Context: an optimization exercise on an open-source flow, tuned for small area, a short achievable clock period and few clock cycles per item. The choices shown serve that exercise and are no tape-out recipe.
At most, simulation tests tie the RTL to the original design; equivalence was not proved.
Function not checked in runs 3 and 4: the RTL went through the layout flow alone.

--- flow/config.mk ---
export PLATFORM = sky130hd
export DESIGN_NAME = teleop_drive_and_gimbal_command_unit
export DESIGN_NICKNAME = teleop_drive_and_gimbal_command_unit
export VERILOG_FILES = /design/flow/design.v
export SDC_FILE = /design/flow/constraint.sdc
export NUM_CORES = 4
export LEC_CHECK = 0
export ABC_AREA = 1
export CAP_MARGIN = 20
export CORE_MARGIN = 2
export CORE_UTILIZATION = 55
export PLACE_DENSITY = 0.72
export SETUP_SLACK_MARGIN = 4.0
export SLEW_MARGIN = 20
--- flow/constraint.sdc ---
create_clock -name core_clock -period 8.0 [get_ports {i_clk}]
set_input_delay 1.6000 -clock core_clock [delete_from_list [all_inputs] [get_ports {i_clk}]]
set_output_delay 1.6000 -clock core_clock [all_outputs]
set_load 0.01 [all_outputs]
--- flow/design.v ---
package tdgc_pkg;
    localparam logic [6:0]  RST_SPIN_THRESHOLD    = 7'd80;
    localparam logic [15:0] RST_PAN_POS_LIMIT     = 16'd28000;
    localparam logic [15:0] RST_PAN_NEG_LIMIT     = 16'd28000;
    localparam logic [15:0] RST_TILT_TOP_LIMIT    = 16'd18000;
    localparam logic [15:0] RST_TILT_BOTTOM_LIMIT = 16'd18000;
    localparam logic [7:0]  RST_PAN_MAX_RATE8     = 8'd255;    
    localparam logic [7:0]  RST_TILT_MAX_RATE8    = 8'd255;    
    localparam logic [13:0] RST_FS_DIV            = 14'd3937;
    localparam logic [6:0]  RST_FS_MOD            = 7'd1;
    localparam logic [15:0] RST_FS_DIV3           = 16'd11811;
    localparam logic [7:0]  SPIN_SPEED = 8'd90;
endpackage
module tdgc_ctrl
(
    input  logic        i_clk,
    input  logic        i_rst_n,
    input  logic        i_cfg_we,
    input  logic [2:0]  i_cfg_idx,
    input  logic [19:0] i_cfg_data,
    output logic        o_busy,
    output logic [6:0]  o_spin_thr,
    output logic [13:0] o_fs_div,      
    output logic [6:0]  o_fs_mod,      
    output logic [15:0] o_fs_div3,     
    output logic [15:0] o_pan_pos_lim,
    output logic [15:0] o_pan_neg_lim,
    output logic [15:0] o_tilt_top_lim,
    output logic [15:0] o_tilt_bot_lim,
    output logic [7:0]  o_pan_rate8,
    output logic [7:0]  o_tilt_rate8
);
    logic [2:0]  r_div_cnt;
    logic [8:0]  w_rem4;
    logic [1:0]  w_digit;
    logic [7:0]  w_rate8;
    assign w_rate8 = (|i_cfg_data[15:11]) ? 8'hFF : i_cfg_data[10:3];
    always_ff @(posedge i_clk) begin
        if (!i_rst_n) begin
            o_spin_thr     <= tdgc_pkg::RST_SPIN_THRESHOLD;
            o_pan_pos_lim  <= tdgc_pkg::RST_PAN_POS_LIMIT;
            o_pan_neg_lim  <= tdgc_pkg::RST_PAN_NEG_LIMIT;
            o_tilt_top_lim <= tdgc_pkg::RST_TILT_TOP_LIMIT;
            o_tilt_bot_lim <= tdgc_pkg::RST_TILT_BOTTOM_LIMIT;
            o_pan_rate8    <= tdgc_pkg::RST_PAN_MAX_RATE8;
            o_tilt_rate8   <= tdgc_pkg::RST_TILT_MAX_RATE8;
        end else if (i_cfg_we) begin
            case (i_cfg_idx)
                3'd0: o_spin_thr     <= i_cfg_data[6:0];
                3'd2: o_pan_pos_lim  <= i_cfg_data[15:0];
                3'd3: o_pan_neg_lim  <= i_cfg_data[15:0];
                3'd4: o_tilt_top_lim <= i_cfg_data[15:0];
                3'd5: o_tilt_bot_lim <= i_cfg_data[15:0];
                3'd6: o_pan_rate8    <= w_rate8;
                3'd7: o_tilt_rate8   <= w_rate8;
                default: begin
                end
            endcase
        end
    end
    assign w_rem4  = {o_fs_mod, o_fs_div[13:12]};
    assign w_digit = (w_rem4 >= 9'd381) ? 2'd3 :
                     (w_rem4 >= 9'd254) ? 2'd2 :
                     (w_rem4 >= 9'd127) ? 2'd1 : 2'd0;
    always_ff @(posedge i_clk) begin
        if (!i_rst_n) begin
            o_fs_div  <= tdgc_pkg::RST_FS_DIV;
            o_fs_div3 <= tdgc_pkg::RST_FS_DIV3;
            o_fs_mod  <= tdgc_pkg::RST_FS_MOD;
            r_div_cnt <= 3'd0;
        end else if (i_cfg_we && i_cfg_idx == 3'd1) begin
            o_fs_div  <= i_cfg_data[13:0];
            o_fs_div3 <= 16'd0;
            o_fs_mod  <= {1'b0, i_cfg_data[19:14]};
            r_div_cnt <= 3'd7;
        end else if (r_div_cnt != 3'd0) begin
            o_fs_mod  <= 7'(w_rem4[6:0] + {5'd0, w_digit});
            o_fs_div  <= {o_fs_div[11:0], w_digit};
            o_fs_div3 <= {o_fs_div3[13:0], 2'b00} + {12'd0, w_digit, 2'b00} - {14'd0, w_digit};
            r_div_cnt <= r_div_cnt - 3'd1;
        end
    end
    assign o_busy = r_div_cnt[2] | (r_div_cnt[1] & r_div_cnt[0]);
endmodule
module tdgc_dp
(
    input  logic [7:0]  i_g,          
    input  logic [17:0] i_pos,        
    input  logic [15:0] i_lim_p,
    input  logic [15:0] i_lim_n,
    input  logic [7:0]  i_rate8,      
    output logic [17:0] o_pos,
    output logic [7:0]  o_rate8,      
    output logic        o_hit,
    output logic        o_fault
);
    logic        w_above;
    logic        w_below;
    logic [9:0]  w_lo;
    logic [6:0]  w_hi_up;
    logic [6:0]  w_hi_dn;
    logic [6:0]  w_hi;
    logic [7:0]  w_abs;
    assign w_above = ~i_pos[17] & (i_pos[16:0] > {1'b0, i_lim_p});
    assign w_below = i_pos[17] & (~i_pos[16:0] >= {1'b0, i_lim_n});
    assign o_hit   = (w_above & ~i_g[7] & (|i_g[6:0])) | (w_below & i_g[7]);
    assign w_lo    = {2'b00, i_pos[10:3]} + {{2{i_g[7]}}, i_g};
    assign w_hi_up = i_pos[17:11] + 7'd1;
    assign w_hi_dn = i_pos[17:11] - 7'd1;
    assign w_hi    = w_lo[9] ? w_hi_dn : (w_lo[8] ? w_hi_up : i_pos[17:11]);
    always_comb begin
        if (o_hit) begin
            o_pos = i_pos;
        end else begin
            o_pos = {w_hi, w_lo[7:0], i_pos[2:0]};
        end
    end
    assign w_abs   = i_g[7] ? 8'(8'd0 - i_g) : i_g;
    assign o_fault = ~o_hit & (w_abs > i_rate8);
    assign o_rate8 = (o_hit | o_fault) ? 8'd0 : w_abs;
endmodule
module teleop_drive_and_gimbal_command_unit
(
    input  logic        i_clk,
    input  logic        i_rst_n,
    input  logic [39:0] s_axis_tdata,
    input  logic        s_axis_tvalid,
    output logic        s_axis_tready,
    output logic [87:0] m_axis_tdata,
    output logic        m_axis_tvalid,
    input  logic        m_axis_tready,
    input  logic        i_cfg_we,
    input  logic [2:0]  i_cfg_idx,
    input  logic [19:0] i_cfg_data
);
    logic        w_cfg_busy;
    logic [6:0]  w_spin_thr;
    logic [13:0] w_fs_div;
    logic [6:0]  w_fs_mod;
    logic [15:0] w_fs_div3;
    logic [15:0] w_pan_pos_lim;
    logic [15:0] w_pan_neg_lim;
    logic [15:0] w_tilt_top_lim;
    logic [15:0] w_tilt_bot_lim;
    logic [7:0]  w_cfg_pan_rate8;
    logic [7:0]  w_cfg_tilt_rate8;
    tdgc_ctrl u_cfg (
        .i_clk          (i_clk),
        .i_rst_n        (i_rst_n),
        .i_cfg_we       (i_cfg_we),
        .i_cfg_idx      (i_cfg_idx),
        .i_cfg_data     (i_cfg_data),
        .o_busy         (w_cfg_busy),
        .o_spin_thr     (w_spin_thr),
        .o_fs_div       (w_fs_div),
        .o_fs_mod       (w_fs_mod),
        .o_fs_div3      (w_fs_div3),
        .o_pan_pos_lim  (w_pan_pos_lim),
        .o_pan_neg_lim  (w_pan_neg_lim),
        .o_tilt_top_lim (w_tilt_top_lim),
        .o_tilt_bot_lim (w_tilt_bot_lim),
        .o_pan_rate8    (w_cfg_pan_rate8),
        .o_tilt_rate8   (w_cfg_tilt_rate8)
    );
    logic r_v1, r_v2, r_v3, r_v4;
    logic r_out_valid;
    logic w_adv;
    logic w_accept;
    assign w_adv         = ~r_out_valid | m_axis_tready;
    assign s_axis_tready = w_adv & ~w_cfg_busy;
    assign w_accept      = s_axis_tvalid & s_axis_tready;
    logic signed [7:0] w_turn;
    logic [7:0]        w_thr;
    logic              w_spin_r;
    logic              w_spin_l;
    logic [7:0]        w_mag;
    logic [1:0]        w_fwd;
    logic [8:0]        w_m1;
    logic [10:0]       w_m3;
    logic [11:0]       w_m9;
    logic [57:0]       w_dec;
    assign w_turn   = $signed(s_axis_tdata[7:0]);
    assign w_thr    = {1'b0, w_spin_thr};
    assign w_spin_r = w_turn > $signed(w_thr);
    assign w_spin_l = w_turn < $signed(8'd0 - w_thr);
    always_comb begin
        if (w_spin_r) begin
            w_fwd = 2'b10;
            w_mag = tdgc_pkg::SPIN_SPEED;
        end else if (w_spin_l) begin
            w_fwd = 2'b01;
            w_mag = tdgc_pkg::SPIN_SPEED;
        end else begin
            w_fwd = {2{~s_axis_tdata[15]}};
            w_mag = s_axis_tdata[15] ? 8'(8'd0 - s_axis_tdata[15:8]) : s_axis_tdata[15:8];
        end
    end
    assign w_m1  = {1'b0, s_axis_tdata[39:32]} + 9'd1;
    assign w_m3  = {2'b00, s_axis_tdata[39:32], 1'b0} + {3'b000, s_axis_tdata[39:32]} + 11'd3;
    assign w_m9  = {1'b0, s_axis_tdata[39:32], 3'b000} + {4'd0, s_axis_tdata[39:32]} + 12'd9;
    assign w_dec = {w_fwd, w_mag, w_m1, w_m3, w_m9, s_axis_tdata[23:16], s_axis_tdata[31:24]};
    logic [1:0]  r_fwd1, r_fwd2, r_fwd3, r_fwd4;
    logic [7:0]  r_pan1, r_pan2, r_pan3, r_pan4;
    logic [7:0]  r_tilt1, r_tilt2, r_tilt3, r_tilt4;
    logic [7:0]  r_mag1;
    logic [8:0]  r_m1_1;
    logic [10:0] r_m3_1;
    logic [11:0] r_m9_1;
    logic [16:0] r_x3_2;
    logic [15:0] r_x2;
    logic [15:0] r_x3;
    logic [21:0] r_w3;
    logic [29:0] r_pa4_s;
    logic [29:0] r_pa4_c;
    logic [7:0]  r_wl4;
    logic [2:0]  r_c4;
    logic [15:0] w_x;
    logic [29:0] w_pa_s;
    logic [29:0] w_pa_c;
    logic [29:0] w_prow [9];
    logic [29:0] w_csa1 [6];
    logic [29:0] w_csa2 [4];
    logic [29:0] w_csa3 [3];
    logic [21:0] w_w;
    logic [15:0] w_xrow [4];
    logic [16:0] w_x3row [4];
    logic [16:0] w_x3;
    logic [21:0] w_wrow [4];
    logic [7:0]  w_mod8;
    logic [8:0]  w_wd;
    logic [2:0]  w_wc;
    logic [29:0] w_sum;
    logic [27:0] w_duty;
    always_comb begin
        for (int i = 0; i < 4; i++) begin
            case (r_mag1[2*i +: 2])
                2'd0:    w_xrow[i] = '0;
                2'd1:    w_xrow[i] = {7'd0, r_m1_1} << (2 * i);
                2'd2:    w_xrow[i] = {6'd0, r_m1_1, 1'b0} << (2 * i);
                default: w_xrow[i] = {5'd0, r_m3_1} << (2 * i);
            endcase
        end
    end
    assign w_x     = w_xrow[0] + w_xrow[1] + w_xrow[2] + w_xrow[3];
    always_comb begin
        for (int i = 0; i < 4; i++) begin
            case (r_mag1[2*i +: 2])
                2'd0:    w_x3row[i] = '0;
                2'd1:    w_x3row[i] = {6'd0, r_m3_1} << (2 * i);
                2'd2:    w_x3row[i] = {5'd0, r_m3_1, 1'b0} << (2 * i);
                default: w_x3row[i] = {5'd0, r_m9_1} << (2 * i);
            endcase
        end
    end
    assign w_x3    = w_x3row[0] + w_x3row[1] + w_x3row[2] + w_x3row[3];
    assign w_mod8 = {1'b0, w_fs_mod};
    always_comb begin
        for (int i = 0; i < 4; i++) begin
            case (w_mod8[2*i +: 2])
                2'd0:    w_wrow[i] = '0;
                2'd1:    w_wrow[i] = {6'd0, r_x2} << (2 * i);
                2'd2:    w_wrow[i] = {5'd0, r_x2, 1'b0} << (2 * i);
                default: w_wrow[i] = {5'd0, r_x3_2} << (2 * i);
            endcase
        end
    end
    function automatic logic [59:0] f_csa(input logic [29:0] a, input logic [29:0] b,
                                          input logic [29:0] c);
        f_csa = {a ^ b ^ c, ((a & b) | (a & c) | (b & c)) << 1};
    endfunction
    always_comb begin
        for (int i = 0; i < 8; i++) begin
            case (r_x3[2*i +: 2])
                2'd0:    w_prow[i] = '0;
                2'd1:    w_prow[i] = {16'd0, w_fs_div} << (2 * i);
                2'd2:    w_prow[i] = {15'd0, w_fs_div, 1'b0} << (2 * i);
                default: w_prow[i] = {14'd0, w_fs_div3} << (2 * i);
            endcase
        end
        w_prow[8]  = {15'd0, r_w3[21], r_w3[20:14], r_w3[20:14]};
        {w_csa1[0], w_csa1[1]} = f_csa(w_prow[0], w_prow[1], w_prow[2]);
        {w_csa1[2], w_csa1[3]} = f_csa(w_prow[3], w_prow[4], w_prow[5]);
        {w_csa1[4], w_csa1[5]} = f_csa(w_prow[6], w_prow[7], w_prow[8]);
        {w_csa2[0], w_csa2[1]} = f_csa(w_csa1[0], w_csa1[1], w_csa1[2]);
        {w_csa2[2], w_csa2[3]} = f_csa(w_csa1[3], w_csa1[4], w_csa1[5]);
        {w_csa3[0], w_csa3[1]} = f_csa(w_csa2[0], w_csa2[1], w_csa2[2]);
        w_csa3[2] = w_csa2[3];
        {w_pa_s, w_pa_c} = f_csa(w_csa3[0], w_csa3[1], w_csa3[2]);
    end
    assign w_w     = w_wrow[0] + w_wrow[1] + w_wrow[2] + w_wrow[3];
    assign w_wd    = {2'b00, r_w3[6:0]} + {2'b00, r_w3[13:7]} + {2'b00, r_w3[20:14]} +
                     {8'd0, r_w3[21]};
    assign w_wc    = {2'b00, r_w3[21]} +
                     ((w_wd >= 9'd381) ? 3'd3 : (w_wd >= 9'd254) ? 3'd2 :
                      (w_wd >= 9'd127) ? 3'd1 : 3'd0);
    assign w_sum   = r_pa4_s + r_pa4_c + {22'd0, r_wl4} + {27'd0, r_c4};
    assign w_duty  = (|w_sum[29:28]) ? 28'hFFFFFFF : w_sum[27:0];
    always_ff @(posedge i_clk) begin
        if (!i_rst_n) begin
            r_v1        <= 1'b0;
            r_v2        <= 1'b0;
            r_v3        <= 1'b0;
            r_v4        <= 1'b0;
            r_out_valid <= 1'b0;
        end else begin
            if (w_adv) begin
                r_v1        <= w_accept;
                r_v2        <= r_v1;
                r_v3        <= r_v2;
                r_v4        <= r_v3;
                r_out_valid <= r_v4;
            end
        end
    end
    always_ff @(posedge i_clk) begin
        if (w_adv) begin
            {r_fwd1, r_mag1, r_m1_1, r_m3_1, r_m9_1, r_pan1, r_tilt1} <= w_dec;
            r_x2    <= w_x;
            r_x3_2  <= w_x3;
            r_fwd2  <= r_fwd1;
            r_pan2  <= r_pan1;
            r_tilt2 <= r_tilt1;
            r_x3    <= r_x2;
            r_w3    <= w_w;
            r_fwd3  <= r_fwd2;
            r_pan3  <= r_pan2;
            r_tilt3 <= r_tilt2;
            r_pa4_s <= w_pa_s;
            r_pa4_c <= w_pa_c;
            r_wl4   <= {r_w3[21], r_w3[13:7]};
            r_c4    <= w_wc;
            r_fwd4  <= r_fwd3;
            r_pan4  <= r_pan3;
            r_tilt4 <= r_tilt3;
        end
    end
    logic [17:0] r_pan_pos;
    logic [17:0] r_tilt_pos;
    logic [17:0] w_pan_pos;
    logic [17:0] w_tilt_pos;
    logic [7:0]  w_pan_rate8;
    logic [7:0]  w_tilt_rate8;
    logic        w_pan_hit, w_tilt_hit, w_pan_fault, w_tilt_fault;
    tdgc_dp u_pan (
        .i_g     (r_pan4),
        .i_pos   (r_pan_pos),
        .i_lim_p (w_pan_pos_lim),
        .i_lim_n (w_pan_neg_lim),
        .i_rate8 (w_cfg_pan_rate8),
        .o_pos   (w_pan_pos),
        .o_rate8 (w_pan_rate8),
        .o_hit   (w_pan_hit),
        .o_fault (w_pan_fault)
    );
    tdgc_dp u_tilt (
        .i_g     (r_tilt4),
        .i_pos   (r_tilt_pos),
        .i_lim_p (w_tilt_top_lim),
        .i_lim_n (w_tilt_bot_lim),
        .i_rate8 (w_cfg_tilt_rate8),
        .o_pos   (w_tilt_pos),
        .o_rate8 (w_tilt_rate8),
        .o_hit   (w_tilt_hit),
        .o_fault (w_tilt_fault)
    );
    always_ff @(posedge i_clk) begin
        if (!i_rst_n) begin
            r_pan_pos  <= '0;
            r_tilt_pos <= '0;
        end else if (w_adv & r_v4) begin
            r_pan_pos  <= w_pan_pos;
            r_tilt_pos <= w_tilt_pos;
        end
    end
    logic [1:0]  r_o_fwd;
    logic [27:0] r_o_duty;
    logic [1:0]  r_o_pos;
    logic [7:0]  r_o_pan_rate8;
    logic [7:0]  r_o_tilt_rate8;
    logic [1:0]  r_o_hit;
    logic [1:0]  r_o_fault;
    always_ff @(posedge i_clk) begin
        if (w_adv) begin
            r_o_fwd        <= r_fwd4;
            r_o_duty       <= w_duty;
            r_o_pos        <= {~r_tilt4[7], ~r_pan4[7]};
            r_o_pan_rate8  <= w_pan_rate8;
            r_o_tilt_rate8 <= w_tilt_rate8;
            r_o_hit        <= {w_tilt_hit, w_pan_hit};
            r_o_fault      <= {w_tilt_fault, w_pan_fault};
        end
    end
    assign m_axis_tvalid = r_out_valid;
    assign m_axis_tdata  = {2'b00, r_o_fault, r_o_hit,
                            r_o_tilt_rate8, 3'b000, r_o_pan_rate8, 3'b000,
                            r_o_pos, r_o_duty, r_o_duty, r_o_fwd};
endmodule
--- flow/run.sh ---
#!/bin/bash
# synth_recipe.tcl (not shown) runs the flow's synth.tcl, then flattens the netlist and writes it again
# the make line also repeats each setting of config.mk as NAME=value (left out here)
make -C /OpenROAD-flow-scripts/flow DESIGN_CONFIG=/design/flow/config.mk WORK_HOME=/design/flow/orfs CLKGATE_MAP_FILE= SYNTH_SCRIPT=/design/flow/synth_recipe.tcl finish
==> impl_metrics.py, run 1 <==
metrics = {
    "place": {
        "placedInstanceArea_um2": 36500,
        "gp_routability_congestion": 0.995,
        "post-dp-hpwl_um": 71000,
        "placement.io_buffers": 149,
    },
    "worst_hold_path": {
        "min_path_cells": 0,
        "hp-start": "r_pan3[5]$_DFFE_PN_",
        "holdCritPathClass": "flop to flop",
        "whs_endpoint": "r_pan4[5]$_DFFE_PN_",
    },
    "drt": {
        "avgRoutedWirePerCell_um": 19.2,
        "drt_pass1_iterations": 7,
        "vias_per_cell": 5.82,
        "initialDrtViolationCount": 3083,
        "route.antenna.remaining_nets": 0,
        "num_vias": 28900,
        "drt_drc": 0,
        "finalWirelength_um": 95000,
    },
    "layout": {
        "final_nets": 4680,
        "antenna-diode-count": 0,
        "multiInputGateArea_um2": 19300,
        "layout.area.seq_um2": 12200,
        "areaGrowthSynthToFinish_pct": 13.6,
        "mostFrequentLayoutCells": "sky130_fd_sc_hd__inv_1 (644), sky130_fd_sc_hd__nand2_1 (581), sky130_fd_sc_hd__ha_1 (371)",
        "drive_above_1_share": 0.0697,
        "final.fill_count": 5343,
        "layout_commonest_cell": "sky130_fd_sc_hd__inv_1",
        "final_area_um2": 39200,
    },
    "clock_tree": {
        "tritoncts_clock_tree": "yes",
        "clock_insertion_delay_worst_skew_ns": 0.64,
        "clock-sinks": 460,
        "ctsRootBufferMaster": "sky130_fd_sc_hd__clkbuf_16",
        "clkSlewWorstSetupHoldPaths_ns": 0.06,
        "htreeDepth": 2,
        "maximum_count_of_clock_buffers_along_a_single_path": 3,
        "cts_hold_repair.buffers": 0,
        "cts_buffers": 51,
    },
    "run_status": {
        "status": "no timing/DRC/antenna violations",
    },
    "critical_path": {
        "critPathSlowestCell": "sky130_fd_sc_hd__fa_1",
        "worstSetupPathType": "flop to flop",
        "worst-endpoint-required_ns": 8.36,
        "setup.worst_path.start_class": "flop",
        "ff2ff_setup_slack_ns": 4.05,
        "cp_max_fo": 7,
        "slowest_delay_ns": 0.57,
        "path_common_cell": "sky130_fd_sc_hd__nand2_1",
        "path_cells": "clkinvlp_4 > nor2_4 > clkinvlp_4 > o22ai_1 > a21oi_1 > fa_1 > inv_1 > ha_1 > ha_1 > fa_1 > nand3_1 > nand2_1 > nand2_1 > nand3_1 > a21boi_2 > o21ai_1 > nand2_1 > nand2_1 > nand2_1 > nand2_1",
        "regToRegEndpoint": "r_w3[18]$_DFFE_PN_",
        "worstSetupStartpoint": "u_cfg.o_fs_mod[1]$_SDFFE_PN0P_",
        "timing.reg2reg.worst_path_depth": 20,
        "path_delay_family": "adder cells",
        "r2r_start": "u_cfg.o_fs_mod[1]$_SDFFE_PN0P_",
        "worst_ep_arrival_time_ns": 4.32,
        "critPathCaptureType": "flop",
        "cp_num_buf_inv": 3,
    },
    "floorplanning": {
        "row_count": 91,
        "dieWidth_um": 254,
        "num_io_pins": 158,
        "dieHeight_um": 254,
        "die_area_um2": 64700,
        "start_util": 0.558,
        "core_region_area_um2": 61800,
    },
    "synthesis": {
        "synth-seq-area-share": 0.353,
        "synth_cells": 3919,
        "synth.ff_latch_count": 460,
        "ys_warn_count": 10,
        "synth_edf_count": 298,
        "synth_flop_cell": "sky130_fd_sc_hd__edfxtp_1",
        "postSynth.asyncResetShare": 0,
        "syn-cell-area_um2": 34500,
        "library_cells_used_by_synthesis": 51,
        "postSynthAreaPerCell_um2": 8.80,
    },
    "job": {
        "max_cap_violations": 0,
    },
    "timing": {
        "holdWs_ns": 0.418,
        "worst_pin_slew_ns": 1.03,
        "relSlewSlack": 0.313,
        "maxClockFrequency_ghz": 0.253,
        "timing.setup.tns_ns": 0,
        "setup_viol": 0,
        "final-hold-violation-count": 0,
        "final_min_period_over_clock_period": 0.494,
        "slew_viol_final": 0,
        "final_period_minus_worst_setup_slack_ns": 3.95,
        "rsz0062_at_grt": "true",
        "finalClockSkew_ns": 0.0446,
    },
    "grt": {
        "antenna_found_initial": 0,
        "grt_first_pass_wirelength_um": 148000,
        "groute.usage.overall": 0.290,
        "grt_pass1_vias": 27300,
        "grt_remaining_overflow": 0,
        "maximum_number_of_pins_on_one_net_before_global_route_repair": 75,
    },
}
cells in the mapped netlist (all sizes together) (11+ instances only):
library cell | count | area [µm²]
clkbuf | 94 | 353
xnor2 | 47 | 412
dfxtp | 162 | 3240
o2111ai | 12 | 105
nor2 | 267 | 1020
o21ai | 227 | 1140
edfxtp | 298 | 8950
a21oi | 301 | 1510
a31oi | 11 | 68.8
inv | 665 | 2500
a21o | 11 | 82.6
nand3 | 132 | 666
fa | 163 | 3260
ha | 372 | 4650
nand4 | 22 | 138
clkinv | 21 | 78.8
xor2 | 91 | 797
a221oi | 76 | 666
o22ai | 45 | 282
o221ai | 117 | 1020
buf | 50 | 358
nor3 | 24 | 120
nand2 | 611 | 2340
o211ai | 53 | 398
layout make-up:
type | count | share of cell area
well taps | 837 | 0.0267
inverters | 686 | 0.0676
clock inverters | 39 | 0.0115
flip-flops and latches | 460 | 0.312
repair buffers | 241 | 0.0565
multi-input cells | 2637 | 0.493
clock buffers | 57 | 0.0332
per-layer routing:
metal / up-vias / track usage / wire, µm
met1: 13500 / 0.378 / 39200
met4: 0 / 0.139 / 4970
met5: - / 0 / 0
met3: 321 / 0.0457 / 7350
li1: 13700 / - / -
met2: 1386 / 0.474 / 43400
worst register-to-register path, stage by stage (launching register included):
cell and delay, ns:
sky130_fd_sc_hd__dfxtp_4 0.40, sky130_fd_sc_hd__clkinvlp_4 0.15, sky130_fd_sc_hd__nor2_4 0.20, sky130_fd_sc_hd__clkinvlp_4 0.14, sky130_fd_sc_hd__o22ai_1 0.13, sky130_fd_sc_hd__a21oi_1 0.09
sky130_fd_sc_hd__fa_1 0.57, sky130_fd_sc_hd__inv_1 0.05, sky130_fd_sc_hd__ha_1 0.29, sky130_fd_sc_hd__ha_1 0.24, sky130_fd_sc_hd__fa_1 0.41, sky130_fd_sc_hd__nand3_1 0.10
sky130_fd_sc_hd__nand2_1 0.10, sky130_fd_sc_hd__nand2_1 0.08, sky130_fd_sc_hd__nand3_1 0.15, sky130_fd_sc_hd__a21boi_2 0.23, sky130_fd_sc_hd__o21ai_1 0.11, sky130_fd_sc_hd__nand2_1 0.09
sky130_fd_sc_hd__nand2_1 0.05, sky130_fd_sc_hd__nand2_1 0.06, sky130_fd_sc_hd__nand2_1 0.05
flip-flops by register name, summed over array words and instances (netlist names), 14 cells and up:
name,count
r_o_duty,28
r_pa4_c,28
r_pa4_s,30
r_pan_pos,15
r_tilt_pos,15
r_w3,22
r_x2,16
r_x3,16
r_x3_2,16
u_cfg.o_fs_div,14
u_cfg.o_fs_div3,16
u_cfg.o_pan_neg_lim,16
u_cfg.o_pan_pos_lim,16
u_cfg.o_tilt_bot_lim,16
u_cfg.o_tilt_top_lim,16
stage by stage:
stage / worst slack (ns) / cells / utilization
3_5_place_dp: 3.38 / 4780 / 0.590
6_report: 4.05 / 4957 / 0.634
5_1_grt: 3.90 / 4957 / 0.634
4_1_cts: 4.00 / 4882 / 0.620
2_1_floorplan: 1.34 / 3926 / -
3_3_place_gp: 3.47 / 4780 / 0.590
logic make-up (layout without fill, tap and decap cells):
logic type | after synthesis | count (layout) | share of synthesized area
AND/OR/NAND/NOR | 1070 | 1071 | 0.127
flip-flops | 460 | 460 | 0.353
XOR/XNOR | 138 | 138 | 0.0350
adder cells (fa/ha/maj) | 535 | 535 | 0.229
AO/OA/AOI/OAI | 885 | 885 | 0.160
other | 1 | 8 | 0.000109
buffers and inverters | 830 | 1023 | 0.0952
timing repair:
item | in CTS | in global routing
buffers inserted | 6 | 73
pin swaps | 0 | 9
endpoints found under the setup margin | 28 | 83
resized for setup | 38 | 69
cloned | 0 | 1
worst max-delay path by stage:
stage                                      endpoint  slack, ns  cells past startpoint
global route                     r_w3[18]$_DFFE_PN_       3.90                     20
CTS                              r_w3[18]$_DFFE_PN_       4.00                     16
finish                           r_w3[18]$_DFFE_PN_       4.05                     20
floorplan                         r_c4[0]$_DFFE_PN_       1.34                      2
detailed placement  u_cfg.r_div_cnt[0]$_SDFFE_PN0P_       3.38                      9
global placement                      s_axis_tready       3.47                      4
Testbench counts, summed over its fixed seeds: cycles 2,440, items 2,400.
==> inputs of run 2 (changes only) <==
--- a/flow/config.mk
+++ b/flow/config.mk
@@ -9,6 +9,6 @@
 export CAP_MARGIN = 20
 export CORE_MARGIN = 2
-export CORE_UTILIZATION = 55
-export PLACE_DENSITY = 0.72
-export SETUP_SLACK_MARGIN = 4.0
+export CORE_UTILIZATION = 65
+export PLACE_DENSITY = 0.8
+export SETUP_SLACK_MARGIN = 4.2
 export SLEW_MARGIN = 20
==> run 2 against run 1 <==
Compared with the run above: cell area is 2.2% higher; first-iteration DRC count rose by 15%; sequential cell count did not move; non-clock buffer count up 54; register-to-register slack improved by 0.14 ns; count of clock-buffer cells in the layout is 1 higher; area after synthesis stayed put; largest cell class unchanged.
==> impl_metrics.py, run 2 <==
metrics = {
    "layout": {
        "antenna-diode-count": 0,
        "areaGrowthSynthToFinish_pct": 16.1,
        "layout.area.seq_um2": 12200,
        "layout_top_registers": "r_pa4_s x30, r_o_duty x28, r_pa4_c x28",
        "regMostFlops": "r_pa4_s",
        "layout_commonest_cell": "sky130_fd_sc_hd__inv_1",
        "multiInputGateArea_um2": 19700,
        "mostFrequentLayoutCells": "sky130_fd_sc_hd__inv_1 (627), sky130_fd_sc_hd__nand2_1 (575), sky130_fd_sc_hd__ha_1 (357)",
        "flip_flop_count_of_the_largest_register_all_copies_and_words_added": 30,
        "final_nets": 4736,
        "final-instance-count-excl-fill": 4863,
        "final.fill_count": 3782,
        "final_area_um2": 40100,
        "drive_above_1_share": 0.104,
    },
    "synthesis": {
        "yosys-top-cells-area": "sky130_fd_sc_hd__edfxtp_1 (26%), sky130_fd_sc_hd__ha_1 (13%), sky130_fd_sc_hd__fa_1 (9.5%)",
        "synth.mux.area_fraction": 0,
        "synth_edf_count": 298,
        "postSynth.asyncResetShare": 0,
        "yosys.area_share.xor_xnor": 0.0350,
        "netlist.area_leader.share": 0.259,
        "postSynthAreaPerCell_um2": 8.80,
        "synth_common_cells": "sky130_fd_sc_hd__inv_1 (662), sky130_fd_sc_hd__nand2_1 (594), sky130_fd_sc_hd__ha_1 (372)",
        "synth-seq-area-share": 0.353,
        "synth.ff_latch_count": 460,
        "library_cells_used_by_synthesis": 51,
        "combinational_family_with_the_most_area_after_synthesis": "adder cells",
        "adder_cell_share_of_the_synthesized_area": 0.229,
        "share_of_synthesized_cell_area_in_and_or_nand_and_nor_gates": 0.127,
        "syn-cell-area_um2": 34500,
        "synth_compound_gate_area_share": 0.160,
        "synth_largest_area_cell": "sky130_fd_sc_hd__edfxtp_1",
        "synth.most_common_cell": "sky130_fd_sc_hd__inv_1",
        "synth_flop_cell": "sky130_fd_sc_hd__edfxtp_1",
        "ys_warn_count": 10,
        "synth_cells": 3919,
    },
    "critical_path": {
        "worstSetupPathType": "flop to flop",
        "timing.reg2reg.worst_path_depth": 9,
        "r2r_start": "r_x3[11]$_DFFE_PN_",
        "path_cells": "nand2_2 > inv_1 > a221oi_2 > fa_1 > fa_1 > inv_1 > fa_1 > inv_1 > fa_1",
        "regToRegEndpoint": "r_pa4_s[18]$_DFFE_PN_",
        "worst_ep_arrival_time_ns": 4.16,
        "slowest_delay_ns": 0.53,
        "critPathCaptureType": "flop",
        "cp_num_buf_inv": 3,
        "cp_max_fo": 11,
        "path_common_cell": "sky130_fd_sc_hd__fa_1",
        "worst-endpoint-required_ns": 8.35,
        "endpoint": "r_pa4_s[18]$_DFFE_PN_",
        "worstSetupStartpoint": "r_x3[11]$_DFFE_PN_",
        "path_delay_family": "adder cells",
        "critical_path_depth": 9,
        "critPathSlowestCell": "sky130_fd_sc_hd__fa_1",
        "setup.worst_path.start_class": "flop",
        "ff2ff_setup_slack_ns": 4.19,
    },
    "floorplanning": {
        "die_area_um2": 54900,
        "row_count": 84,
        "dieWidth_um": 234,
        "start_util": 0.657,
        "dieHeight_um": 234,
        "core_region_area_um2": 52600,
        "num_io_pins": 158,
    },
    "drt": {
        "vias_per_cell": 6.12,
        "drt_drc": 0,
        "route.antenna.remaining_nets": 0,
        "initialDrtViolationCount": 3549,
        "num_vias": 29800,
        "finalWirelength_um": 97900,
        "drt_pass1_iterations": 7,
        "avgRoutedWirePerCell_um": 20.1,
    },
    "place": {
        "gp_routability_congestion": 1.04,
        "post-dp-hpwl_um": 69700,
        "placement.io_buffers": 149,
        "placedInstanceArea_um2": 36300,
        "placed_instances": 4628,
    },
    "timing": {
        "setup_viol": 0,
        "timing.setup.tns_ns": 0,
        "finalClockSkew_ns": 0.0494,
        "final_min_period_over_clock_period": 0.476,
        "maxClockFrequency_ghz": 0.262,
        "rsz0062_at_grt": "true",
        "slew_viol_final": 0,
        "relSlewSlack": 0.287,
        "final-hold-violation-count": 0,
        "worst_pin_slew_ns": 1.07,
        "holdWs_ns": 0.387,
        "final_period_minus_worst_setup_slack_ns": 3.81,
    },
    "clock_tree": {
        "clkSlewWorstSetupHoldPaths_ns": 0.06,
        "ctsRootBufferMaster": "sky130_fd_sc_hd__clkbuf_16",
        "tritoncts_clock_tree": "yes",
        "clock_insertion_delay_worst_skew_ns": 0.64,
        "htreeDepth": 2,
        "maximum_count_of_clock_buffers_along_a_single_path": 3,
        "clock-sinks": 460,
        "cts_buffers": 51,
    },
    "run_status": {
        "status": "no timing/DRC/antenna violations",
    },
    "grt": {
        "grt_remaining_overflow": 0,
        "grt_first_pass_wirelength_um": 150000,
        "maximum_number_of_pins_on_one_net_before_global_route_repair": 196,
        "antenna_found_initial": 1,
        "groute.usage.overall": 0.351,
        "grt_pass1_vias": 28100,
    },
    "worst_hold_path": {
        "min_path_cells": 0,
        "holdCritPathClass": "flop to flop",
    },
    "job": {
        "max_cap_violations": 0,
    },
}
==> run 2: cell counts after synthesis <==
Identical to the previous run, type by type.
==> run 2: kinds of logic (layout without fill, tap and decap cells) <==
group / count (synthesis) / in the layout
AND/OR/NAND/NOR: 1070 / 1072
flip-flops: 460 / 460
adder cells (fa/ha/maj): 535 / 535
buffers and inverters: 830 / 1077
other: 1 / 8
AO/OA/AOI/OAI: 885 / 885
XOR/XNOR: 138 / 138
==> run 2: worst min-delay path by stage <==
stage,slack (ns),startpoint,end
4_1_cts,0.39,r_fwd2[1]$_DFFE_PN_,r_fwd3[1]$_DFFE_PN_
5_1_grt,0.42,r_fwd2[1]$_DFFE_PN_,r_fwd3[1]$_DFFE_PN_
3_3_place_gp,0.40,r_tilt1[2]$_DFFE_PN_,r_tilt2[2]$_DFFE_PN_
2_1_floorplan,0.40,r_fwd1[0]$_SDFFCE_PP0N_,r_fwd2[0]$_DFFE_PN_
3_5_place_dp,0.40,r_pan2[0]$_DFFE_PN_,r_pan3[0]$_DFFE_PN_
6_report,0.39,r_fwd2[1]$_DFFE_PN_,r_fwd3[1]$_DFFE_PN_
==> run 2: timing repair <==
item                                    in CTS  in global routing
pin swaps                                    5                 35
gates cloned                                 2                  1
hold buffers                                 0                  0
endpoints found under the setup margin      81                 73
endpoints found under the hold margin        0                  0
gates resized for setup                     73                152
setup buffers                               46                 91
==> run 2: stage by stage <==
| stage | worst slack, ns | util |
|---|---|---|
| 2_1_floorplan | 1.34 | - |
| 3_3_place_gp | 3.47 | 0.690 |
| 3_5_place_dp | 3.46 | 0.690 |
| 4_1_cts | 4.15 | 0.736 |
| 5_1_grt | 4.09 | 0.762 |
| 6_report | 4.19 | 0.762 |
==> run 2: area by class of cell <==
cell class              instances  area share
repair buffers                295      0.0668
clock buffers                  58      0.0328
flip-flops and latches        460       0.305
clock inverters                37      0.0131
multi-input cells            2638       0.493
repair inverters                1    0.000187
well taps                     688      0.0215
inverters                     686      0.0674
==> run 2: metal layers <==
layer	up-vias	routed length [µm]	GRT usage	share of wire
met5	-	0	0	0
met1	13800	37900	0.445	0.39
met2	1661	45100	0.577	0.46
met3	453	8970	0.0608	0.092
li1	13800	-	-	-
met4	0	5930	0.181	0.061
==> inputs of run 3 (changes only) <==
--- a/flow/design.v
+++ b/flow/design.v
@@ -178,6 +178,5 @@
     logic [8:0]        w_m1;
     logic [10:0]       w_m3;
-    logic [11:0]       w_m9;
-    logic [57:0]       w_dec;
+    logic [45:0]       w_dec;
     assign w_turn   = $signed(s_axis_tdata[7:0]);
     assign w_thr    = {1'b0, w_spin_thr};
@@ -198,6 +197,5 @@
     assign w_m1  = {1'b0, s_axis_tdata[39:32]} + 9'd1;
     assign w_m3  = {2'b00, s_axis_tdata[39:32], 1'b0} + {3'b000, s_axis_tdata[39:32]} + 11'd3;
-    assign w_m9  = {1'b0, s_axis_tdata[39:32], 3'b000} + {4'd0, s_axis_tdata[39:32]} + 12'd9;
-    assign w_dec = {w_fwd, w_mag, w_m1, w_m3, w_m9, s_axis_tdata[23:16], s_axis_tdata[31:24]};
+    assign w_dec = {w_fwd, w_mag, w_m1, w_m3, s_axis_tdata[23:16], s_axis_tdata[31:24]};
     logic [1:0]  r_fwd1, r_fwd2, r_fwd3, r_fwd4;
     logic [7:0]  r_pan1, r_pan2, r_pan3, r_pan4;
@@ -206,6 +204,4 @@
     logic [8:0]  r_m1_1;
     logic [10:0] r_m3_1;
-    logic [11:0] r_m9_1;
-    logic [16:0] r_x3_2;
     logic [15:0] r_x2;
     logic [15:0] r_x3;
@@ -224,8 +220,4 @@
     logic [21:0] w_w;
     logic [15:0] w_xrow [4];
-    logic [16:0] w_x3row [4];
-    logic [16:0] w_x3;
-    logic [21:0] w_wrow [4];
-    logic [7:0]  w_mod8;
     logic [8:0]  w_wd;
     logic [2:0]  w_wc;
@@ -243,26 +235,4 @@
     end
     assign w_x     = w_xrow[0] + w_xrow[1] + w_xrow[2] + w_xrow[3];
-    always_comb begin
-        for (int i = 0; i < 4; i++) begin
-            case (r_mag1[2*i +: 2])
-                2'd0:    w_x3row[i] = '0;
-                2'd1:    w_x3row[i] = {6'd0, r_m3_1} << (2 * i);
-                2'd2:    w_x3row[i] = {5'd0, r_m3_1, 1'b0} << (2 * i);
-                default: w_x3row[i] = {5'd0, r_m9_1} << (2 * i);
-            endcase
-        end
-    end
-    assign w_x3    = w_x3row[0] + w_x3row[1] + w_x3row[2] + w_x3row[3];
-    assign w_mod8 = {1'b0, w_fs_mod};
-    always_comb begin
-        for (int i = 0; i < 4; i++) begin
-            case (w_mod8[2*i +: 2])
-                2'd0:    w_wrow[i] = '0;
-                2'd1:    w_wrow[i] = {6'd0, r_x2} << (2 * i);
-                2'd2:    w_wrow[i] = {5'd0, r_x2, 1'b0} << (2 * i);
-                default: w_wrow[i] = {5'd0, r_x3_2} << (2 * i);
-            endcase
-        end
-    end
     function automatic logic [59:0] f_csa(input logic [29:0] a, input logic [29:0] b,
                                           input logic [29:0] c);
@@ -288,5 +258,5 @@
         {w_pa_s, w_pa_c} = f_csa(w_csa3[0], w_csa3[1], w_csa3[2]);
     end
-    assign w_w     = w_wrow[0] + w_wrow[1] + w_wrow[2] + w_wrow[3];
+    assign w_w     = {6'd0, r_x2} * {15'd0, w_fs_mod};
     assign w_wd    = {2'b00, r_w3[6:0]} + {2'b00, r_w3[13:7]} + {2'b00, r_w3[20:14]} +
                      {8'd0, r_w3[21]};
@@ -315,7 +285,6 @@
     always_ff @(posedge i_clk) begin
         if (w_adv) begin
-            {r_fwd1, r_mag1, r_m1_1, r_m3_1, r_m9_1, r_pan1, r_tilt1} <= w_dec;
+            {r_fwd1, r_mag1, r_m1_1, r_m3_1, r_pan1, r_tilt1} <= w_dec;
             r_x2    <= w_x;
-            r_x3_2  <= w_x3;
             r_fwd2  <= r_fwd1;
             r_pan2  <= r_pan1;
--- a/flow/config.mk
+++ b/flow/config.mk
@@ -9,6 +9,6 @@
 export CAP_MARGIN = 20
 export CORE_MARGIN = 2
-export CORE_UTILIZATION = 65
-export PLACE_DENSITY = 0.8
-export SETUP_SLACK_MARGIN = 4.2
+export CORE_UTILIZATION = 55
+export PLACE_DENSITY = 0.72
+export SETUP_SLACK_MARGIN = 4.0
 export SLEW_MARGIN = 20
==> run 3 against run 2 <==
Compared with the run above: still clean on timing, DRC and antenna; sequential cell count decreased by 25; fmax decreased by 12%; area after synthesis decreased by 2.8%; core utilization decreased by 12 points; highest routed layer is now met5.
==> impl_metrics.py, run 3 <==
metrics = {
    "run_status": {
        "status": "no timing/DRC/antenna violations",
    },
    "synthesis": {
        "netlist.area_leader.share": 0.244,
        "synth_cells": 3830,
        "synth.most_common_cell": "sky130_fd_sc_hd__inv_1",
        "synth_largest_area_cell": "sky130_fd_sc_hd__edfxtp_1",
        "postSynth.asyncResetShare": 0,
        "synth_edf_count": 273,
        "ys_warn_count": 8,
        "syn-cell-area_um2": 33500,
        "library_cells_used_by_synthesis": 58,
        "synth.ff_latch_count": 435,
        "synth_common_cells": "sky130_fd_sc_hd__inv_1 (671), sky130_fd_sc_hd__nand2_1 (659), sky130_fd_sc_hd__ha_1 (351)",
        "synth-seq-area-share": 0.341,
        "postSynthAreaPerCell_um2": 8.76,
        "yosys-top-cells-area": "sky130_fd_sc_hd__edfxtp_1 (24%), sky130_fd_sc_hd__ha_1 (13%), sky130_fd_sc_hd__fa_1 (11%)",
        "synth_flop_cell": "sky130_fd_sc_hd__edfxtp_1",
    },
    "floorplanning": {
        "die_area_um2": 63000,
        "dieWidth_um": 251,
        "num_io_pins": 158,
        "dieHeight_um": 251,
        "row_count": 90,
        "core_region_area_um2": 60400,
        "start_util": 0.556,
    },
    "worst_hold_path": {
        "min_path_cells": 0,
        "hp-start": "r_fwd4[1]$_DFFE_PN_",
        "whs_endpoint": "r_o_fwd[1]$_DFFE_PN_",
        "holdCritPathClass": "flop to flop",
    },
    "clock_tree": {
        "clkSlewWorstSetupHoldPaths_ns": 0.06,
        "ctsRootBufferMaster": "sky130_fd_sc_hd__clkbuf_16",
        "maximum_count_of_clock_buffers_along_a_single_path": 3,
        "tritoncts_clock_tree": "yes",
        "clock_insertion_delay_worst_skew_ns": 0.61,
        "cts_buffers": 49,
        "htreeDepth": 2,
        "clock-sinks": 435,
        "cts_hold_repair.buffers": 0,
    },
    "timing": {
        "maxClockFrequency_ghz": 0.231,
        "relSlewSlack": 0.338,
        "final_period_minus_worst_setup_slack_ns": 4.34,
        "slew_viol_final": 0,
        "final-hold-violation-count": 0,
        "worst_pin_slew_ns": 0.992,
        "setup_slack_of_the_critical_path_after_layout_ns": 3.66,
        "setup_viol": 0,
        "final_min_period_over_clock_period": 0.542,
        "finalClockSkew_ns": 0.0275,
        "rsz0062_at_grt": "true",
        "timing.setup.tns_ns": 0,
    },
    "drt": {
        "drt_drc": 0,
        "route.antenna.remaining_nets": 0,
        "num_vias": 27300,
        "finalWirelength_um": 89000,
        "avgRoutedWirePerCell_um": 18.4,
        "drt_pass1_iterations": 6,
        "initialDrtViolationCount": 2426,
        "vias_per_cell": 5.65,
    },
    "layout": {
        "multiInputGateArea_um2": 19400,
        "drive_above_1_share": 0.101,
        "final_area_um2": 38600,
        "areaGrowthSynthToFinish_pct": 15.2,
        "layout.core_utilization": 0.640,
        "mostFrequentLayoutCells": "sky130_fd_sc_hd__inv_1 (648), sky130_fd_sc_hd__nand2_1 (637), sky130_fd_sc_hd__ha_1 (338)",
        "antenna-diode-count": 0,
        "final.fill_count": 5021,
        "layout.area.seq_um2": 11500,
        "flip_flop_count_of_the_largest_register_all_copies_and_words_added": 30,
        "layout_commonest_cell": "sky130_fd_sc_hd__inv_1",
        "regMostFlops": "r_pa4_s",
        "layout_top_registers": "r_pa4_s x30, r_o_duty x28, r_pa4_c x28",
        "final_nets": 4619,
    },
    "critical_path": {
        "setup.worst_path.start_class": "flop",
        "timing.reg2reg.worst_path_depth": 18,
        "r2r_start": "r_x2[9]$_DFFE_PN_",
        "worst-endpoint-required_ns": 8.35,
        "regToRegEndpoint": "r_w3[18]$_DFFE_PN_",
        "worstSetupPathType": "flop to flop",
        "worst_ep_arrival_time_ns": 4.68,
        "critPathCaptureType": "flop",
        "cp_max_fo": 4,
        "ff2ff_setup_slack_ns": 3.66,
    },
    "grt": {
        "maximum_number_of_pins_on_one_net_before_global_route_repair": 146,
        "antenna_found_initial": 1,
        "groute.usage.overall": 0.282,
        "grt_remaining_overflow": 0,
        "grt_pass1_vias": 26300,
        "grt_first_pass_wirelength_um": 142000,
    },
    "place": {
        "post-dp-hpwl_um": 65400,
        "placement.setup.worst_slack_ns": 3.40,
        "placement.io_buffers": 149,
        "placedInstanceArea_um2": 35600,
        "gp_routability_congestion": 0.989,
    },
    "job": {
        "max_cap_violations": 0,
    },
}
==> run 3: cell count changes after synthesis, sizes merged, moves of 16 or more <==
cell    change
edfxtp     -25
fa         +25
ha         -21
inv        +16
nand2      +68
nand3      -18
nand3b     +21
nand4      +17
o21ai      -39
o221ai     -72
==> run 3: worst max path at each step <==
stage / to / startpoint / slack (ns)
after floorplan: r_c4[0]$_DFFE_PN_ / m_axis_tready / 1.72
after global placement: s_axis_tready / m_axis_tready / 3.47
after detailed placement: r_w3[21]$_DFFE_PN_ / u_cfg.o_fs_mod[3]$_SDFFE_PN0P_ / 3.40
after CTS: r_w3[15]$_DFFE_PN_ / r_x2[4]$_DFFE_PN_ / 3.76
after global routing: r_w3[19]$_DFFE_PN_ / r_x2[9]$_DFFE_PN_ / 3.54
final: r_w3[18]$_DFFE_PN_ / r_x2[9]$_DFFE_PN_ / 3.66
==> run 3: kinds of logic (layout without fill, tap and decap cells) <==
| group | Yosys count | after routing | synth area share |
|---|---|---|---|
| XOR/XNOR | 121 | 121 | 0.0316 |
| AO/OA/AOI/OAI | 742 | 742 | 0.134 |
| AND/OR/NAND/NOR | 1154 | 1154 | 0.150 |
| adder cells (fa/ha/maj) | 539 | 539 | 0.243 |
| flip-flops | 435 | 435 | 0.341 |
| other | 1 | 8 | 0.000112 |
| buffers and inverters | 838 | 1053 | 0.100 |
==> run 3: repair_timing <==
action | 4_1_cts | 5_1_grt
cloned | 0 | 0
gates resized for setup | 53 | 87
pin swaps | 21 | 58
endpoints found under the setup margin | 31 | 45
buffers inserted | 33 | 71
hold endpoints to repair | 0 | 0
==> run 3: metrics by stage <==
step / hold WS, ns / cells
final: 0.414 / 4834
after global routing: 0.417 / 4834
after floorplan: 0.400 / 3837
after CTS: 0.415 / 4762
after detailed placement: 0.405 / 4638
after global placement: 0.401 / 4638
==> run 3: routing by layer <==
| metal | vias to the layer above | routed length, µm | global-route usage |
|---|---|---|---|
| met5 | - | 13 | 0 |
| met4 | 2 | 4340 | 0.123 |
| met3 | 302 | 6120 | 0.0372 |
| met2 | 1056 | 40500 | 0.457 |
| met1 | 12800 | 38000 | 0.380 |
| li1 | 13100 | - | - |
==> run 3: worst max-delay path: stages (launching register included) <==
cell	delay (ns)
sky130_fd_sc_hd__edfxtp_1	0.49
sky130_fd_sc_hd__buf_6	0.17
sky130_fd_sc_hd__nand2_1	0.04
sky130_fd_sc_hd__inv_1	0.05
sky130_fd_sc_hd__fa_1	0.56
sky130_fd_sc_hd__inv_1	0.06
sky130_fd_sc_hd__fa_1	0.49
sky130_fd_sc_hd__inv_1	0.05
sky130_fd_sc_hd__fa_1	0.47
sky130_fd_sc_hd__inv_1	0.05
sky130_fd_sc_hd__fa_1	0.51
sky130_fd_sc_hd__inv_2	0.04
sky130_fd_sc_hd__ha_4	0.24
sky130_fd_sc_hd__buf_4	0.14
sky130_fd_sc_hd__a21oi_4	0.15
sky130_fd_sc_hd__o21ai_0	0.13
sky130_fd_sc_hd__a21oi_1	0.18
sky130_fd_sc_hd__nand2_1	0.09
sky130_fd_sc_hd__xor2_1	0.15
==> run 3: area by class of cell <==
| cell class | instances | share of cell area |
|---|---|---|
| timing repair buffer | 266 | 0.0623 |
| tap | 782 | 0.0253 |
| multi-input combinational | 2564 | 0.503 |
| inverter | 696 | 0.0685 |
| clock buffer | 60 | 0.0342 |
| sequential | 435 | 0.297 |
| clock inverter | 31 | 0.00969 |
==> inputs of run 4 (changes only) <==
--- a/flow/design.v
+++ b/flow/design.v
@@ -220,4 +220,9 @@
     logic [21:0] w_w;
     logic [15:0] w_xrow [4];
+    logic [21:0] w_wrow [4];
+    logic [8:0]  w_modx;
+    logic [2:0]  w_bd [4];
+    logic [3:0]  w_neg;
+    logic [16:0] w_bm [4];
     logic [8:0]  w_wd;
     logic [2:0]  w_wc;
@@ -235,4 +240,22 @@
     end
     assign w_x     = w_xrow[0] + w_xrow[1] + w_xrow[2] + w_xrow[3];
+    assign w_modx = {1'b0, w_fs_mod, 1'b0};
+    always_comb begin
+        for (int j = 0; j < 4; j++) begin
+            w_bd[j]  = w_modx[2*j +: 3];
+            w_neg[j] = w_bd[j][2] & ~(w_bd[j][1] & w_bd[j][0]);
+            case (w_bd[j])
+                3'b001, 3'b010: w_bm[j] = {1'b0, r_x2};            
+                3'b011:         w_bm[j] = {r_x2, 1'b0};            
+                3'b100:         w_bm[j] = ~{r_x2, 1'b0};           
+                3'b101, 3'b110: w_bm[j] = ~{1'b0, r_x2};           
+                default:        w_bm[j] = '0;
+            endcase
+        end
+        w_wrow[0] = {{5{w_neg[0]}}, w_bm[0]};
+        w_wrow[1] = {{3{w_neg[1]}}, w_bm[1], 1'b0, w_neg[0]};
+        w_wrow[2] = {w_neg[2], w_bm[2], 1'b0, w_neg[1], 2'b00};
+        w_wrow[3] = {w_bm[3][15:0], 1'b0, w_neg[2], 4'b0000};
+    end
     function automatic logic [59:0] f_csa(input logic [29:0] a, input logic [29:0] b,
                                           input logic [29:0] c);
@@ -258,5 +281,5 @@
         {w_pa_s, w_pa_c} = f_csa(w_csa3[0], w_csa3[1], w_csa3[2]);
     end
-    assign w_w     = {6'd0, r_x2} * {15'd0, w_fs_mod};
+    assign w_w     = w_wrow[0] + w_wrow[1] + w_wrow[2] + w_wrow[3];
     assign w_wd    = {2'b00, r_w3[6:0]} + {2'b00, r_w3[13:7]} + {2'b00, r_w3[20:14]} +
                      {8'd0, r_w3[21]};
==> run 4 against run 3 <==
Compared with the run above: core utilization grew 0.72 points; first-iteration DRC count up 3.1%; worst setup slack worse by 0.16 ns; sequential share of layout area decreased by 0.19 points; sequential cell count stayed put; global-route usage up 0.57 points; routed wire length rose by 3.2%; cell count rose by 1.5%; via count up 4.1%; critical path depth rose by 11; critical endpoint is now r_w3[20]$_DFFE_PN_; highest routed layer unchanged.
==> impl_metrics.py, run 4 <==
metrics = {
    "synthesis": {
        "synth-seq-area-share": 0.345,
        "synth.ff_latch_count": 435,
        "postSynth.asyncResetShare": 0,
        "synth.most_common_cell": "sky130_fd_sc_hd__nand2_1",
        "yosys-top-cells-area": "sky130_fd_sc_hd__edfxtp_1 (25%), sky130_fd_sc_hd__ha_1 (13%), sky130_fd_sc_hd__dfxtp_1 (9.8%)",
        "syn-cell-area_um2": 33200,
        "netlist.area_leader.share": 0.247,
        "synth_cells": 3891,
        "synth_flop_cell": "sky130_fd_sc_hd__edfxtp_1",
        "synth_edf_count": 273,
        "synth_largest_area_cell": "sky130_fd_sc_hd__edfxtp_1",
        "ys_warn_count": 11,
        "library_cells_used_by_synthesis": 54,
        "postSynthAreaPerCell_um2": 8.53,
        "synth_common_cells": "sky130_fd_sc_hd__nand2_1 (635), sky130_fd_sc_hd__inv_1 (609), sky130_fd_sc_hd__ha_1 (357)",
    },
    "timing": {
        "relSlewSlack": 0.284,
        "final_min_period_over_clock_period": 0.562,
        "finalClockSkew_ns": 0.0385,
        "setup_viol": 0,
        "final-hold-violation-count": 0,
        "rsz0062_at_grt": "true",
        "slew_viol_final": 0,
        "timing.setup.tns_ns": 0,
        "final_period_minus_worst_setup_slack_ns": 4.50,
        "setup_slack_of_the_critical_path_after_layout_ns": 3.50,
        "maxClockFrequency_ghz": 0.222,
        "worst_pin_slew_ns": 1.07,
    },
    "grt": {
        "antenna_found_initial": 5,
        "maximum_number_of_pins_on_one_net_before_global_route_repair": 101,
        "groute.usage.overall": 0.287,
        "grt_pass1_vias": 26700,
        "grt_remaining_overflow": 0,
        "grt_first_pass_wirelength_um": 144000,
    },
    "critical_path": {
        "setup.worst_path.start_class": "flop",
        "worst-endpoint-required_ns": 8.44,
        "worst_ep_arrival_time_ns": 4.94,
        "worstSetupPathType": "flop to flop",
        "slowest_delay_ns": 0.50,
        "critPathCaptureType": "flop",
        "cp_max_fo": 6,
        "critPathSlowestCell": "sky130_fd_sc_hd__fa_1",
    },
    "floorplanning": {
        "start_util": 0.553,
        "core_region_area_um2": 60000,
        "dieWidth_um": 250,
        "dieHeight_um": 250,
        "num_io_pins": 158,
        "row_count": 90,
        "die_area_um2": 62300,
    },
    "drt": {
        "finalWirelength_um": 91900,
        "num_vias": 28500,
        "drt_drc": 0,
        "vias_per_cell": 5.80,
        "route.antenna.remaining_nets": 0,
        "avgRoutedWirePerCell_um": 18.7,
        "drt_pass1_iterations": 6,
        "initialDrtViolationCount": 2500,
    },
    "clock_tree": {
        "clock_insertion_delay_worst_skew_ns": 0.64,
        "clock-sinks": 435,
        "htreeDepth": 2,
        "clkSlewWorstSetupHoldPaths_ns": 0.07,
        "maximum_count_of_clock_buffers_along_a_single_path": 3,
        "tritoncts_clock_tree": "yes",
        "cts_hold_repair.buffers": 0,
        "ctsRootBufferMaster": "sky130_fd_sc_hd__clkbuf_16",
        "cts_buffers": 49,
    },
    "place": {
        "placement.setup.worst_slack_ns": 3.16,
        "placedInstanceArea_um2": 35300,
        "gp_routability_congestion": 0.984,
        "post-dp-hpwl_um": 67200,
        "placement.io_buffers": 149,
    },
    "layout": {
        "final_nets": 4646,
        "antenna-diode-count": 0,
        "mostFrequentLayoutCells": "sky130_fd_sc_hd__nand2_1 (601), sky130_fd_sc_hd__inv_1 (581), sky130_fd_sc_hd__ha_1 (341)",
        "flip_flop_count_of_the_largest_register_all_copies_and_words_added": 30,
        "layout_top_registers": "r_pa4_s x30, r_o_duty x28, r_pa4_c x28",
        "final_area_um2": 38800,
        "areaGrowthSynthToFinish_pct": 17.0,
        "drive_above_1_share": 0.107,
        "layout_commonest_cell": "sky130_fd_sc_hd__nand2_1",
        "regMostFlops": "r_pa4_s",
    },
    "job": {
        "max_cap_violations": 0,
    },
    "worst_hold_path": {
        "holdCritPathClass": "flop to flop",
    },
    "run_status": {
        "status": "no timing/DRC/antenna violations",
    },
}
[run 4: cell types whose count changed after synthesis, sizes merged, moves of 14 or more]
| cell | delta |
|---|---|
| o221ai | +16 |
| o22ai | +21 |
| nand3 | +23 |
| a21oi | +25 |
| nand2 | -31 |
| inv | -70 |
| a221oi | +26 |
| fa | -52 |
| o21ai | +29 |
| clkinv | +14 |
| nor2 | +29 |
[run 4: logic make-up after synthesis]
group / count (synthesis) / share of synthesized area
AO/OA/AOI/OAI: 874 / 0.161
XOR/XNOR: 134 / 0.0354
adder cells (fa/ha/maj): 493 / 0.217
buffers and inverters: 781 / 0.0940
flip-flops: 435 / 0.345
other: 1 / 0.000113
AND/OR/NAND/NOR: 1173 / 0.148
[run 4: critical path: cells and delay by family, from the launching register on]
kind,cells,cell delay (ns)
simple gates,11,0.92
compound gates,7,0.99
buf+inv,7,0.64
xor+xnor,1,0.22
fa+ha+maj,3,1.15
flops,1,0.40
[run 4: worst paths after layout]
check | depth (start not counted) | from | slack [ns] | end
hold / removal | 0 | r_tilt3[7]$_DFFE_PN_ | 0.42 | r_tilt4[7]$_DFFE_PN_
hold reg to reg | 0 | r_tilt3[7]$_DFFE_PN_ | 0.42 | r_tilt4[7]$_DFFE_PN_
setup reg to reg | 29 | u_cfg.o_fs_mod[1]$_SDFFE_PN0P_ | 3.50 | r_w3[20]$_DFFE_PN_
setup / recovery | 29 | u_cfg.o_fs_mod[1]$_SDFFE_PN0P_ | 3.50 | r_w3[20]$_DFFE_PN_
[run 4: what timing repair did]
| item | in CTS | in global routing |
|---|---|---|
| pin swaps | 51 | 70 |
| setup buffers | 65 | 49 |
| resized for setup | 105 | 128 |
| gates cloned | 0 | 1 |
| endpoints found under the setup margin | 38 | 71 |
[run 4: through the flow]
stage | hold slack (ns) | std cells | utilization
final | 0.416 | 4908 | 0.647
after detailed placement | 0.405 | 4700 | 0.587
after global placement | 0.401 | 4700 | 0.587
after global routing | 0.423 | 4908 | 0.647
after floorplan | 0.400 | 3898 | -
after CTS | 0.413 | 4857 | 0.630
[run 4: area by class of cell]
| type | count | area (µm²) |
|---|---|---|
| multi-input combinational | 2682 | 19600 |
| sequential | 435 | 11500 |
| inverter | 640 | 2460 |
| clock inverter | 33 | 442 |
| clock buffer | 59 | 1330 |
| tap | 782 | 978 |
| timing repair inverter | 1 | 5.00 |
| fill | 5043 | 21200 |
| timing repair buffer | 276 | 2520 |
[run 4: metal layers]
layer | vias up | part of all wire | wire length (µm) | track usage
met5 | - | 0.00050 | 46 | 0
li1 | 13700 | - | - | -
met3 | 247 | 0.076 | 6960 | 0.0459
met1 | 13300 | 0.43 | 39800 | 0.393
met2 | 1217 | 0.45 | 41700 | 0.463
met4 | 6 | 0.037 | 3380 | 0.101

-- static timing again, ports no longer ideal --
The flow's constraints put no driver on any port. The routed layouts listed below were extracted and timed again, unchanged, in two steps. Step 1, drivers: a clkbuf_16 drives i_clk and a buf_2 each remaining input, both assumed. Step 2 moves the port delays by t, midway between the first and last clock arrival at a register: inputs arrive t later, outputs are due t later. That takes back most of the time a late clock gives input paths. Slacks: no drivers / after step 1 / after step 2; pairs: no drivers / after step 1.
run | t (ns) | setup slack, ns | worst setup path at the end | clock arrival spread, ns
run 1 | 0.682 | 4.046 / 4.046 / 3.798 | input to register | 0.046 / 0.045
run 2 | 0.681 | 4.189 / 4.189 / 3.729 | input to register | 0.050 / 0.050
run 3 | 0.655 | 3.664 / 3.664 / 3.664 | register to register | 0.028 / 0.027
run 4 | 0.681 | 3.502 / 3.502 / 3.502 | register to register | 0.039 / 0.039
After both steps every run listed still meets setup and hold. For run 2, which loses most, drivers alone change the setup slack by 0.000 ns; drivers and shift together by -0.460 ns.
